Context: an optimization exercise on an open-source flow, tuned for small area. The choices shown serve that exercise and are no tape-out recipe.
Power and IR drop assume default switching activity.

==> flow/design.v <==
`timescale 1ns/1ps
`default_nettype none
module knob_calc_top (
        input  logic         clk,
        input  logic         reset,
        input  logic         rot,
        input  logic [3:0]   bits,
        output logic [127:0] line1,
        output logic [127:0] line2
);
        logic        rot_q;
        logic [3:0]  c;
        logic [2:0]  opcode;
        logic [3:0]  lo;
        logic [4:0]  addr;
        logic [15:0] tmp_a;      
        logic [15:0] tmp_b;      
        logic        pend;       
        logic        wr_pend;    
        logic        disp_q;
        logic [2:0]  p;
        logic        clr;
        logic [15:0] l1;
        logic [15:0] l2;
        logic        shown;
        logic [15:0] ring [4][8];
        wire turn = rot & ~rot_q;
        wire op_write  = (opcode == 3'd0);
        wire op_read   = (opcode == 3'd1);
        wire op_pair   = (opcode == 3'd2);
        wire op_sub    = (opcode == 3'd6);
        wire op_shift  = (opcode == 3'd7);
        wire op_addsub = (opcode == 3'd5) || op_sub;
        logic [3:0] c_last;
        always_comb begin
                case (opcode)
                        3'd1:    c_last = 4'd4;
                        3'd2:    c_last = 4'd6;
                        3'd7:    c_last = 4'd7;
                        default: c_last = 4'd8;
                endcase
        end
        wire t_lo   = turn && !op_write && ((c == 4'd1) || (c == 4'd3 && !op_read) || (c == 4'd5 && op_addsub))
                   || turn && op_write && (c == 4'd1);
        wire t_hi   = turn && !op_write && ((c == 4'd2) || (c == 4'd4 && !op_read) || (c == 4'd6 && op_addsub))
                   || turn && op_write && (c == 4'd2);
        wire t_read = t_hi && ((c == 4'd2 && !op_write) || (c == 4'd4 && (op_pair || op_addsub)));
        wire t_data = turn && op_write && (c >= 4'd3) && (c <= 4'd6);
        wire t_shft = turn && op_shift && (c == 4'd5);
        wire t_add  = turn && op_addsub && (c == 4'd7);
        wire t_wr   = (turn && op_write && (c == 4'd6)) || t_shft || t_add;
        wire second = c[2] && (c[1] || c[0]);
        wire        rmatch = (addr[1:0] == p[1:0]);
        wire        tap4 = addr[2] ^ p[2];
        wire [15:0] rraw = tap4 ? ring[addr[4:3]][4] : ring[addr[4:3]][0];
        wire [15:0] rv = clr ? 16'h0000 : rraw;
        wire        cap = pend && rmatch;
        wire        cap_a = cap && (op_pair ? !second : second);
        wire        cap_b = cap && !cap_a;
        logic [15:0] sum;
        logic [16:0] cy;
        assign cy[0] = op_sub;
        for (genvar i = 0; i < 16; i++) begin : g_add
                wire bb = tmp_a[i] ^ op_sub;
                assign sum[i]  = tmp_b[i] ^ bb ^ cy[i];
                assign cy[i+1] = (tmp_b[i] & bb) | (cy[i] & (tmp_b[i] ^ bb));
        end
        wire        wnow = wr_pend && (addr[2:0] == p);
        wire [15:0] wdata = clr ? 16'h0000 : tmp_b;
        always_ff @(posedge clk) begin
                for (int r = 0; r < 4; r++) begin
                        for (int k = 0; k < 7; k++)
                                ring[r][k] <= ring[r][k+1];
                        ring[r][7] <= (clr || (wnow && addr[4:3] == r[1:0])) ? wdata : ring[r][0];
                end
        end
        always_ff @(posedge clk) begin
                if (reset) begin
                        rot_q   <= 1'b0;
                        c       <= 4'd0;
                        pend    <= 1'b0;
                        wr_pend <= 1'b0;
                        disp_q  <= 1'b0;
                        p       <= 3'd0;
                        clr     <= 1'b1;
                end else begin
                        rot_q  <= rot;
                        disp_q <= 1'b0;
                        p      <= p + 3'd1;
                        if (p == 3'd7)
                                clr <= 1'b0;
                        if (cap)
                                pend <= 1'b0;
                        if (t_read)
                                pend <= 1'b1;
                        if (wnow)
                                wr_pend <= 1'b0;
                        if (t_wr)
                                wr_pend <= 1'b1;
                        if (turn) begin
                                if (c == 4'd0) begin
                                        if (bits[2:0] != 3'd3 && bits[2:0] != 3'd4)
                                                c <= 4'd1;
                                end else if (c == c_last) begin
                                        c      <= 4'd0;
                                        disp_q <= 1'b1;
                                end else begin
                                        c <= c + 4'd1;
                                end
                        end
                end
        end
        always_ff @(posedge clk) begin
                if (turn && c == 4'd0)
                        opcode <= bits[2:0];
                if (t_lo)
                        lo <= bits;
                if (t_hi)
                        addr <= {bits[0], lo};
                if (cap_a)
                        tmp_a <= rv;
                if (cap_b)
                        tmp_b <= rv;
                else if (t_add)
                        tmp_b <= sum;
                else if (t_shft)
                        tmp_b <= tmp_b << bits;
                else if (t_data)
                        tmp_b <= {bits, tmp_b[15:4]};
        end
        always_ff @(posedge clk) begin
                if (reset) begin
                        l1    <= 16'h0000;
                        l2    <= 16'h0000;
                        shown <= 1'b0;
                end else if (disp_q) begin
                        l1    <= op_pair ? tmp_a : {11'd0, addr};
                        l2    <= tmp_b;
                        shown <= 1'b1;
                end
        end
        for (genvar i = 0; i < 16; i++) begin : g_char
                assign line1[i*8 +: 8] = {2'b00, shown, shown, 3'b000, l1[i]};
                assign line2[i*8 +: 8] = {2'b00, shown, shown, 3'b000, l2[i]};
        end
endmodule
`default_nettype wire
==> flow/config.mk <==
export PLATFORM = sky130hd
export DESIGN_NAME = knob_calc_top
export DESIGN_NICKNAME = knob_calc_top
export VERILOG_FILES = /design/flow/design.v
export SDC_FILE = /design/flow/constraint.sdc
export NUM_CORES = 4
export LEC_CHECK = 0
export CAP_MARGIN = 20
export CORE_MARGIN = 2
export CORE_UTILIZATION = 40
export SLEW_MARGIN = 20
==> flow/constraint.sdc <==
create_clock -name core_clock -period 5.0 [get_ports {clk}]
set_input_delay 1.0000 -clock core_clock [delete_from_list [all_inputs] [get_ports {clk}]]
set_output_delay 1.0000 -clock core_clock [all_outputs]
set_load 0.01 [all_outputs]
standard.sh (not shown) runs the stock make flow with config.mk's settings and CLKGATE_MAP_FILE= SYNTH_SCRIPT=/design/flow/synth_recipe.tcl, a recipe that flattens the netlist after the stock synthesis.
==> flow/flow/run.sh <==
#!/bin/bash
# Layout flow: the standard flow (standard.sh), with
#  - smaller port buffers and a clock tree without dummy loads (ORFS env knobs),
#  - the constant-0 output ports of two characters sharing one tie cell
#    (flow/ties.tcl, run on the placed design before clock tree synthesis).
# Each tool's output goes to a log file of its own in the work folder.
set -euo pipefail
W=$(pwd)
export RESULTS=$W/orfs/results/$FLOW_PLATFORM/knob_calc_top/base
export BUFFER_PORTS_ARGS="-buffer_cell sky130_fd_sc_hd__buf_1"
export CTS_ARGS="-sink_clustering_enable -repair_clock_nets -dont_use_dummy_load $(cat $W/flow/cts_args.txt)"
bash standard.sh place > $W/log_standard_place.log 2>&1
openroad -no_init -exit $W/flow/ties.tcl > $W/log_ties.log 2>&1
bash standard.sh > $W/log_standard_finish.log 2>&1
==> flow/flow/cts_args.txt <==
-sink_clustering_size 20 -sink_clustering_max_diameter 60 -buf_list sky130_fd_sc_hd__clkbuf_8
==> flow/flow/ties.tcl <==
# Let the constant-0 output ports of two neighbouring characters share a single
# tie cell. repair_tie_fanout gives every constant port a tie cell of its own;
# here the ports line<n>[8i+k] of characters 2j and 2j+1 (n = 1, 2) are put on
# the net of one of them and the other tie cells are deleted.
read_db $::env(RESULTS)/3_place.odb
set block [ord::get_db_block]
array set keep {}
set removed 0
foreach inst [$block getInsts] {
  if {[[$inst getMaster] getName] ne "sky130_fd_sc_hd__conb_1"} { continue }
  set net [[$inst findITerm LO] getNet]
  if {$net eq "NULL"} { continue }
  set bterms [$net getBTerms]
  if {[llength $bterms] != 1 || [llength [$net getITerms]] != 1} { continue }
  set bt [lindex $bterms 0]
  if {![regexp {^(line[12])\[(\d+)\]$} [$bt getName] -> ln bit]} { continue }
  set key "$ln/[expr {$bit / 16}]"
  if {![info exists keep($key)]} {
    set keep($key) $net
    continue
  }
  $bt disconnect
  $bt connect $keep($key)
  odb::dbInst_destroy $inst
  odb::dbNet_destroy $net
  incr removed
}
puts "ties.tcl: removed $removed tie cells, [array size keep] kept"
write_db $::env(RESULTS)/3_place.odb
The starting point completed and failed the layout checks on negative setup slack.
Change:
--- a/flow/design.v
+++ b/flow/design.v
@@ -41,13 +41,11 @@
                 endcase
         end
-        wire t_lo   = turn && !op_write && ((c == 4'd1) || (c == 4'd3 && !op_read) || (c == 4'd5 && op_addsub))
-                   || turn && op_write && (c == 4'd1);
         wire t_hi   = turn && !op_write && ((c == 4'd2) || (c == 4'd4 && !op_read) || (c == 4'd6 && op_addsub))
                    || turn && op_write && (c == 4'd2);
         wire t_read = t_hi && ((c == 4'd2 && !op_write) || (c == 4'd4 && (op_pair || op_addsub)));
-        wire t_data = turn && op_write && (c >= 4'd3) && (c <= 4'd6);
+        wire t_data = turn && op_write && (c >= 4'd4) && (c <= 4'd7);
         wire t_shft = turn && op_shift && (c == 4'd5);
         wire t_add  = turn && op_addsub && (c == 4'd7);
-        wire t_wr   = (turn && op_write && (c == 4'd6)) || t_shft || t_add;
+        wire t_wr   = (turn && op_write && (c == 4'd7)) || t_shft || t_add;
         wire second = c[2] && (c[1] || c[0]);
         wire        rmatch = (addr[1:0] == p[1:0]);
@@ -58,19 +56,11 @@
         wire        cap_a = cap && (op_pair ? !second : second);
         wire        cap_b = cap && !cap_a;
-        logic [15:0] sum;
-        logic [16:0] cy;
-        assign cy[0] = op_sub;
-        for (genvar i = 0; i < 16; i++) begin : g_add
-                wire bb = tmp_a[i] ^ op_sub;
-                assign sum[i]  = tmp_b[i] ^ bb ^ cy[i];
-                assign cy[i+1] = (tmp_b[i] & bb) | (cy[i] & (tmp_b[i] ^ bb));
-        end
+        wire [15:0] sum = op_sub ? tmp_b - tmp_a : tmp_b + tmp_a;
         wire        wnow = wr_pend && (addr[2:0] == p);
-        wire [15:0] wdata = clr ? 16'h0000 : tmp_b;
         always_ff @(posedge clk) begin
                 for (int r = 0; r < 4; r++) begin
                         for (int k = 0; k < 7; k++)
                                 ring[r][k] <= ring[r][k+1];
-                        ring[r][7] <= (clr || (wnow && addr[4:3] == r[1:0])) ? wdata : ring[r][0];
+                        ring[r][7] <= (clr || (wnow && addr[4:3] == r[1:0])) ? tmp_b : ring[r][0];
                 end
         end
@@ -114,5 +104,5 @@
                 if (turn && c == 4'd0)
                         opcode <= bits[2:0];
-                if (t_lo)
+                if (turn)
                         lo <= bits;
                 if (t_hi)
@@ -120,5 +110,9 @@
                 if (cap_a)
                         tmp_a <= rv;
-                if (cap_b)
+        end
+        always_ff @(posedge clk) begin
+                if (reset)
+                        tmp_b <= 16'h0000;
+                else if (cap_b)
                         tmp_b <= rv;
                 else if (t_add)
@@ -127,5 +121,5 @@
                         tmp_b <= tmp_b << bits;
                 else if (t_data)
-                        tmp_b <= {bits, tmp_b[15:4]};
+                        tmp_b <= {lo, tmp_b[15:4]};
         end
         always_ff @(posedge clk) begin
After rerunning:
- The new run finished clean
- global-route usage increases by 1.4 points
- wire length increases by 8.8%
- design area increases by 1.0%
- non-clock buffer count decreases by 19
- total power increases by 0.89%
- via count increases by 8.5%
- hold slack is worse by 0.018 ns
- worst setup slack is better by 3.6 ns
- clock power increases by about 4%
- utilization decreases by 0.43 points
- die area increases by 1.6%
- sequential share of layout area decreases by 1.5 points
No functional check of the RTL was part of any run of this note.

* * *

Another version of the RTL of knob_calc_top (not shown whole).
Size: roughly 1500 cells after synthesis, about 19000 um2 of cells after synthesis.
==> module knob_calc_top, before the edit <==
module knob_calc_top (
        input  logic         clk,
        input  logic         reset,
        input  logic         rot,
        input  logic [3:0]   bits,
        output logic [127:0] line1,
        output logic [127:0] line2
);
        logic        rot_q;
        logic [3:0]  c;
        logic [2:0]  opcode;
        logic [3:0]  lo;
        logic [4:0]  addr;
        logic [15:0] tmp_a;      
        logic [15:0] tmp_b;      
        logic        pend;       
        logic        wr_pend;    
        logic        disp_q;
        logic [2:0]  p;
        logic        clr;
        logic [15:0] l1;
        logic [15:0] l2;
        logic        shown;
        logic [15:0] ring [4][8];
        wire turn = rot & ~rot_q;
        wire op_write  = (opcode == 3'd0);
        wire op_read   = (opcode == 3'd1);
        wire op_pair   = (opcode == 3'd2);
        wire op_sub    = (opcode == 3'd6);
        wire op_shift  = (opcode == 3'd7);
        wire op_addsub = (opcode == 3'd5) || op_sub;
        logic [3:0] c_last;
        always_comb begin
                case (opcode)
                        3'd1:    c_last = 4'd4;
                        3'd2:    c_last = 4'd6;
                        3'd7:    c_last = 4'd7;
                        default: c_last = 4'd8;
                endcase
        end
        wire t_lo   = turn && !op_write && ((c == 4'd1) || (c == 4'd3 && !op_read) || (c == 4'd5 && op_addsub))
                   || turn && op_write && (c == 4'd1);
        wire t_hi   = turn && !op_write && ((c == 4'd2) || (c == 4'd4 && !op_read) || (c == 4'd6 && op_addsub))
                   || turn && op_write && (c == 4'd2);
        wire t_read = t_hi && ((c == 4'd2 && !op_write) || (c == 4'd4 && (op_pair || op_addsub)));
        wire t_data = turn && op_write && (c >= 4'd3) && (c <= 4'd6);
        wire t_shft = turn && op_shift && (c == 4'd5);
        wire t_add  = turn && op_addsub && (c == 4'd7);
        wire t_wr   = (turn && op_write && (c == 4'd6)) || t_shft || t_add;
        wire second = c[2] && (c[1] || c[0]);
        wire        rmatch = (addr[1:0] == p[1:0]);
        wire        tap4 = addr[2] ^ p[2];
        wire [15:0] rraw = tap4 ? ring[addr[4:3]][4] : ring[addr[4:3]][0];
        wire [15:0] rv = clr ? 16'h0000 : rraw;
        wire        cap = pend && rmatch;
        wire        cap_a = cap && (op_pair ? !second : second);
        wire        cap_b = cap && !cap_a;
        wire [15:0] sum = tmp_b + (tmp_a ^ {16{op_sub}}) + {15'd0, op_sub};
        wire        wnow = wr_pend && (addr[2:0] == p);
        wire [15:0] wdata = clr ? 16'h0000 : tmp_b;
        always_ff @(posedge clk) begin
                for (int r = 0; r < 4; r++) begin
                        for (int k = 0; k < 7; k++)
                                ring[r][k] <= ring[r][k+1];
                        ring[r][7] <= (clr || (wnow && addr[4:3] == r[1:0])) ? wdata : ring[r][0];
                end
        end
        always_ff @(posedge clk) begin
                if (reset) begin
                        rot_q   <= 1'b0;
                        c       <= 4'd0;
                        pend    <= 1'b0;
                        wr_pend <= 1'b0;
                        disp_q  <= 1'b0;
                        p       <= 3'd0;
                        clr     <= 1'b1;
                end else begin
                        rot_q  <= rot;
                        disp_q <= 1'b0;
                        p      <= p + 3'd1;
                        if (p == 3'd7)
                                clr <= 1'b0;
                        if (cap)
                                pend <= 1'b0;
                        if (t_read)
                                pend <= 1'b1;
                        if (wnow)
                                wr_pend <= 1'b0;
                        if (t_wr)
                                wr_pend <= 1'b1;
                        if (turn) begin
                                if (c == 4'd0) begin
                                        if (bits[2:0] != 3'd3 && bits[2:0] != 3'd4)
                                                c <= 4'd1;
                                end else if (c == c_last) begin
                                        c      <= 4'd0;
                                        disp_q <= 1'b1;
                                end else begin
                                        c <= c + 4'd1;
                                end
                        end
                end
        end
        always_ff @(posedge clk) begin
                if (turn && c == 4'd0)
                        opcode <= bits[2:0];
                if (t_lo)
                        lo <= bits;
                if (t_hi)
                        addr <= {bits[0], lo};
                if (cap_a)
                        tmp_a <= rv;
                if (cap_b)
                        tmp_b <= rv;
                else if (t_add)
                        tmp_b <= sum;
                else if (t_shft)
                        tmp_b <= tmp_b << bits;
                else if (t_data)
                        tmp_b <= {bits, tmp_b[15:4]};
        end
        always_ff @(posedge clk) begin
                if (reset) begin
                        l1    <= 16'h0000;
                        l2    <= 16'h0000;
                        shown <= 1'b0;
                end else if (disp_q) begin
                        l1    <= op_pair ? tmp_a : {11'd0, addr};
                        l2    <= tmp_b;
                        shown <= 1'b1;
                end
        end
        for (genvar i = 0; i < 16; i++) begin : g_char
                assign line1[i*8 +: 8] = {2'b00, shown, shown, 3'b000, l1[i]};
                assign line2[i*8 +: 8] = {2'b00, shown, shown, 3'b000, l2[i]};
        end
endmodule
==> flow/config.mk <==
export PLATFORM = sky130hd
export DESIGN_NAME = knob_calc_top
export DESIGN_NICKNAME = knob_calc_top
export VERILOG_FILES = /design/flow/design.v
export SDC_FILE = /design/flow/constraint.sdc
export NUM_CORES = 4
export LEC_CHECK = 0
export CAP_MARGIN = 20
export CORE_MARGIN = 2
export CORE_UTILIZATION = 40
export SLEW_MARGIN = 20
==> flow/constraint.sdc <==
create_clock -name core_clock -period 5.0 [get_ports {clk}]
set_input_delay 1.0000 -clock core_clock [delete_from_list [all_inputs] [get_ports {clk}]]
set_output_delay 1.0000 -clock core_clock [all_outputs]
set_load 0.01 [all_outputs]
==> flow/flow/run.sh <==
#!/bin/bash
# Layout flow: the standard flow (standard.sh), with
#  - smaller port buffers and a clock tree without dummy loads (ORFS env knobs),
#  - the constant-0 output ports of eight characters sharing one tie cell
#    (flow/ties.tcl, run on the placed design before clock tree synthesis).
# Each tool's output goes to a log file of its own in the work folder.
set -euo pipefail
W=$(pwd)
export RESULTS=$W/orfs/results/$FLOW_PLATFORM/knob_calc_top/base
export BUFFER_PORTS_ARGS="-buffer_cell sky130_fd_sc_hd__buf_1"
export CTS_ARGS="-sink_clustering_enable -repair_clock_nets -dont_use_dummy_load $(cat $W/flow/cts_args.txt)"
bash standard.sh place > $W/log_standard_place.log 2>&1
openroad -no_init -exit $W/flow/ties.tcl > $W/log_ties.log 2>&1
bash standard.sh > $W/log_standard_finish.log 2>&1
==> flow/flow/ties.tcl <==
# Let the constant-0 output ports of eight neighbouring characters share a single
# tie cell. repair_tie_fanout gives every constant port a tie cell of its own;
# here the ports line<n>[8i+k] of characters 8j to 8j+7 (n = 1, 2) are put on
# the net of one of them and the other tie cells are deleted.
read_db $::env(RESULTS)/3_place.odb
set block [ord::get_db_block]
array set keep {}
set removed 0
foreach inst [$block getInsts] {
  if {[[$inst getMaster] getName] ne "sky130_fd_sc_hd__conb_1"} { continue }
  set net [[$inst findITerm LO] getNet]
  if {$net eq "NULL"} { continue }
  set bterms [$net getBTerms]
  if {[llength $bterms] != 1 || [llength [$net getITerms]] != 1} { continue }
  set bt [lindex $bterms 0]
  if {![regexp {^(line[12])\[(\d+)\]$} [$bt getName] -> ln bit]} { continue }
  set key "$ln/[expr {$bit / 64}]"
  if {![info exists keep($key)]} {
    set keep($key) $net
    continue
  }
  $bt disconnect
  $bt connect $keep($key)
  odb::dbInst_destroy $inst
  odb::dbNet_destroy $net
  incr removed
}
puts "ties.tcl: removed $removed tie cells, [array size keep] kept"
write_db $::env(RESULTS)/3_place.odb
Scripts as last shown in full above: flow/flow/cts_args.txt
Change:
--- a/flow/design.v
+++ b/flow/design.v
@@ -38,24 +38,21 @@
                         3'd2:    c_last = 4'd6;
                         3'd7:    c_last = 4'd7;
                         default: c_last = 4'd8;
                 endcase
         end
-        wire t_lo   = turn && !op_write && ((c == 4'd1) || (c == 4'd3 && !op_read) || (c == 4'd5 && op_addsub))
-                   || turn && op_write && (c == 4'd1);
         wire t_hi   = turn && !op_write && ((c == 4'd2) || (c == 4'd4 && !op_read) || (c == 4'd6 && op_addsub))
                    || turn && op_write && (c == 4'd2);
         wire t_read = t_hi && ((c == 4'd2 && !op_write) || (c == 4'd4 && (op_pair || op_addsub)));
         wire t_data = turn && op_write && (c >= 4'd3) && (c <= 4'd6);
         wire t_shft = turn && op_shift && (c == 4'd5);
         wire t_add  = turn && op_addsub && (c == 4'd7);
         wire t_wr   = (turn && op_write && (c == 4'd6)) || t_shft || t_add;
         wire second = c[2] && (c[1] || c[0]);
         wire        rmatch = (addr[1:0] == p[1:0]);
-        wire        tap4 = addr[2] ^ p[2];
-        wire [15:0] rraw = tap4 ? ring[addr[4:3]][4] : ring[addr[4:3]][0];
-        wire [15:0] rv = clr ? 16'h0000 : rraw;
+        wire        tap4 = (addr[2] ^ p[2]) || clr;
+        wire [15:0] rv = tap4 ? ring[addr[4:3]][4] : ring[addr[4:3]][0];
         wire        cap = pend && rmatch;
         wire        cap_a = cap && (op_pair ? !second : second);
         wire        cap_b = cap && !cap_a;
         wire [15:0] sum = tmp_b + (tmp_a ^ {16{op_sub}}) + {15'd0, op_sub};
         wire        wnow = wr_pend && (addr[2:0] == p);
@@ -104,11 +101,11 @@
                 end
         end
         always_ff @(posedge clk) begin
                 if (turn && c == 4'd0)
                         opcode <= bits[2:0];
-                if (t_lo)
+                if (turn)
                         lo <= bits;
                 if (t_hi)
                         addr <= {bits[0], lo};
                 if (cap_a)
                         tmp_a <= rv;
Clock skew goes down by 3.4 ps.
Maximum frequency goes down by roughly a tenth.
Final area stays flat.
Power hardly moves.
Cell count goes down by a few percent.
Wire length goes down slightly.
Setup slack loses 520 ps.
Hold slack loses 13 ps.
Count of clock-buffer cells in the layout does not change.
Function was not checked in any run of this note: the RTL went through the layout flow alone.

==> afterwards: timing with drivers on the ports <==
How much do the figures lean on ideal ports? The routed layouts below were timed once more, with nothing changed but the port constraints.
Step 1, drivers: a clkbuf_16 drives clk and a buf_2 each remaining input, both assumed.
Step 2 times the ports against the registers' clock, not the clock port: input delays grow and output delays shrink by t, the midpoint of the rising clock arrivals with the driver on.
Three values: ideal ports, drivers, drivers and shift; two values: the first two.
run | t, ns | setup slack, ns | latest minus earliest clock arrival (ns) | slew at the worst register clock pin (ns) | worst slew at a driven data input, ns
the first run of note 1 | 0.613 | -2.126 / -2.126 / -2.126 | 0.072 / 0.071 | 0.12 / 0.12 | 0.08
the second run of note 1 | 0.631 | 1.505 / 1.505 / 1.505 | 0.085 / 0.085 | 0.12 / 0.12 | 0.07
the first run of note 2 | 0.604 | 1.485 / 1.485 / 1.485 | 0.084 / 0.084 | 0.12 / 0.12 | 0.08
the second run of note 2 | 0.625 | 0.967 / 0.967 / 0.967 | 0.080 / 0.079 | 0.12 / 0.12 | 0.07
